This design comes from an exercise in tuning for small area, a short achievable clock period and few clock cycles per item on the open sky130 flow, not from production work.
In this exercise RTL edits were held to simulation tests only and were not proved equivalent to the original.
Power is estimated from default activity; no workload was simulated.

Setup of yarrow:
// reservoir_sampler_core
module reservoir_sampler_core
(
	input  logic             clk,
	input  logic             arst_n,
	input  logic             s_tvalid,
	output logic             s_tready,
	input  logic [63:0]      s_tdata,     
	input  logic             s_tuser,     
	output logic             m_tvalid,
	input  logic             m_tready,
	output logic [31:0]      m_tdata,     
	output logic             m_tlast,
	input  logic             cfg_valid,
	output logic             cfg_ready,
	input  logic [rs_pkg::CFG_W-1:0] cfg_data
);
	rs_ctrl u_ctrl (
		.clk       (clk),
		.arst_n    (arst_n),
		.s_tvalid  (s_tvalid),
		.s_tready  (s_tready),
		.s_tdata   (s_tdata),
		.s_tuser   (s_tuser),
		.m_tvalid  (m_tvalid),
		.m_tready  (m_tready),
		.m_tdata   (m_tdata),
		.m_tlast   (m_tlast),
		.cfg_valid (cfg_valid),
		.cfg_ready (cfg_ready),
		.cfg_data  (cfg_data)
	);
endmodule
Size: ~8500 cells after synthesis, ~120000 µm² of cells after synthesis.
Settings: LEC_CHECK=0, CAP_MARGIN=20, CORE_MARGIN=2, CORE_UTILIZATION=55, CTS_CLUSTER_DIAMETER=60, CTS_CLUSTER_SIZE=30, PLACE_DENSITY=0.65, SETUP_SLACK_MARGIN=4.65, SLEW_MARGIN=20; clock period 8.0 ns.
run.sh (not shown) runs the stock make flow with config.mk's settings and CLKGATE_MAP_FILE= SYNTH_SCRIPT=/design/flow/synth_recipe.tcl, a recipe that flattens the netlist after the stock synthesis.
yarrow went all the way through synthesis, placement and routing and the layout is clean on timing, DRC and antenna.
Testbench counts of yarrow, summed over its fixed seeds: cycles 11,142, items 10,234.
Inputs modified between yarrow and garnet:
Settings: changing SETUP_SLACK_MARGIN from 4.65 to 4.95.
Results
- garnet was carried through to the last stage, and its layout satisfied the timing, DRC and antenna checks.
- Total power of the final layout: garnet and yarrow compared, lower one is yarrow
- garnet against yarrow; final non-filler cell area is up slightly.
- Final-stage net count is lower on yarrow
- Maximum clock skew at final layout, garnet and yarrow, lower one = yarrow.
- Summary of garnet over yarrow: routed wire length now sits higher, routability congestion estimate from global placement now sits lower, non-clock buffer count now sits higher, worst path required time now sits lower.
- Compared to yarrow, garnet reaches a higher achievable clock.
- Against yarrow, garnet reports a count of clock-buffer cells in the layout that is higher.
What cedar does differently from garnet at the input level:
Settings: SETUP_SLACK_MARGIN: 4.95 -> 4.85.
Notes after the runs:
cedar ended with every stage complete and zero timing, DRC or antenna violations.
cedar: minimum clock period after layout is 110 ps higher than what garnet reported.
Summary of cedar over garnet: insertion delay to the later sink of the worst-skew pair shows no meaningful change; deepest clock path buffer count shows no meaningful change.
garnet → cedar: flip-flop and latch count now sits at about the same level, core utilization now sits lower.
Taking garnet as the reference, in cedar sum of internal, switching and leakage power decreased 0.82%, total length of routed wires essentially unchanged, post-layout instance area decreased about 0.7%.
Changes in fjord relative to cedar:
Settings: a change of SETUP_SLACK_MARGIN from 4.85 to 4.75; a deleted CTS_CLUSTER_SIZE that had been 30; a deleted CTS_CLUSTER_DIAMETER that had been 60.
- Status: sequential power parity (fjord, cedar)
- Routed wire in fjord totals more than in cedar.
- fjord vs. cedar: area of all placed cells without fillers climbed 2.6%; count of flip-flops with a built-in enable after synthesis barely changed; setup slack dropped 57 ps.
- Utilization: fjord vs cedar up 1.6 points
[inputs] lagoon vs fjord
Settings: CTS_CLUSTER_SIZE newly set to 30; CTS_CLUSTER_DIAMETER newly set to 60.
==> notes.md <==
Comparing lagoon and fjord, clock latency at the later pin of the worst-skew pair is lower on lagoon.
lagoon vs fjord, number of post-CTS setup repair buffers went up by 8.
From fjord to lagoon the numbers moved as follows: non-clock buffer total of the final layout has increased; tightest hold margin rose by 20 ps; sequential standard cell area held.
In the final reports, the cell area of lagoon is smaller than that of fjord.
Post-route worst setup slack: lagoon > fjord
lagoon: transition at the pin with the smallest max-transition slack is 19 ps lower than what fjord reported.

## what the ideal ports hide
Ports are ideal in the flow. The routed layouts listed here were re-timed in OpenROAD.
Step 1, drivers: a clkbuf_16 drives clk and a buf_2 each remaining input, both assumed.
Step 2 adds t to the input delays and takes it off the output delays; t is the mean of the earliest and latest rising clock arrival at the registers after step 1. Input paths then give back, and output paths get back, about the clock's delay inside the block.
Three values: ideal ports, drivers, drivers and shift; two values: the first two.
run | shift t [ns] | setup slack, ns | clock arrival spread, ns
yarrow | 0.990 | 4.562 / 4.562 / 3.889 | 0.076 / 0.076
garnet | 0.990 | 4.781 / 4.695 / 4.127 | 0.066 / 0.065
cedar | 0.995 | 4.674 / 4.674 / 4.048 | 0.074 / 0.074
fjord | 1.038 | 4.617 / 4.617 / 3.876 | 0.106 / 0.107
lagoon | 0.985 | 4.655 / 4.655 / 3.919 | 0.086 / 0.086
After both steps setup and hold are still met in every run listed. The setup slack of fjord, which loses most, moves by 0.000 ns with the drivers and by -0.741 ns with both steps.
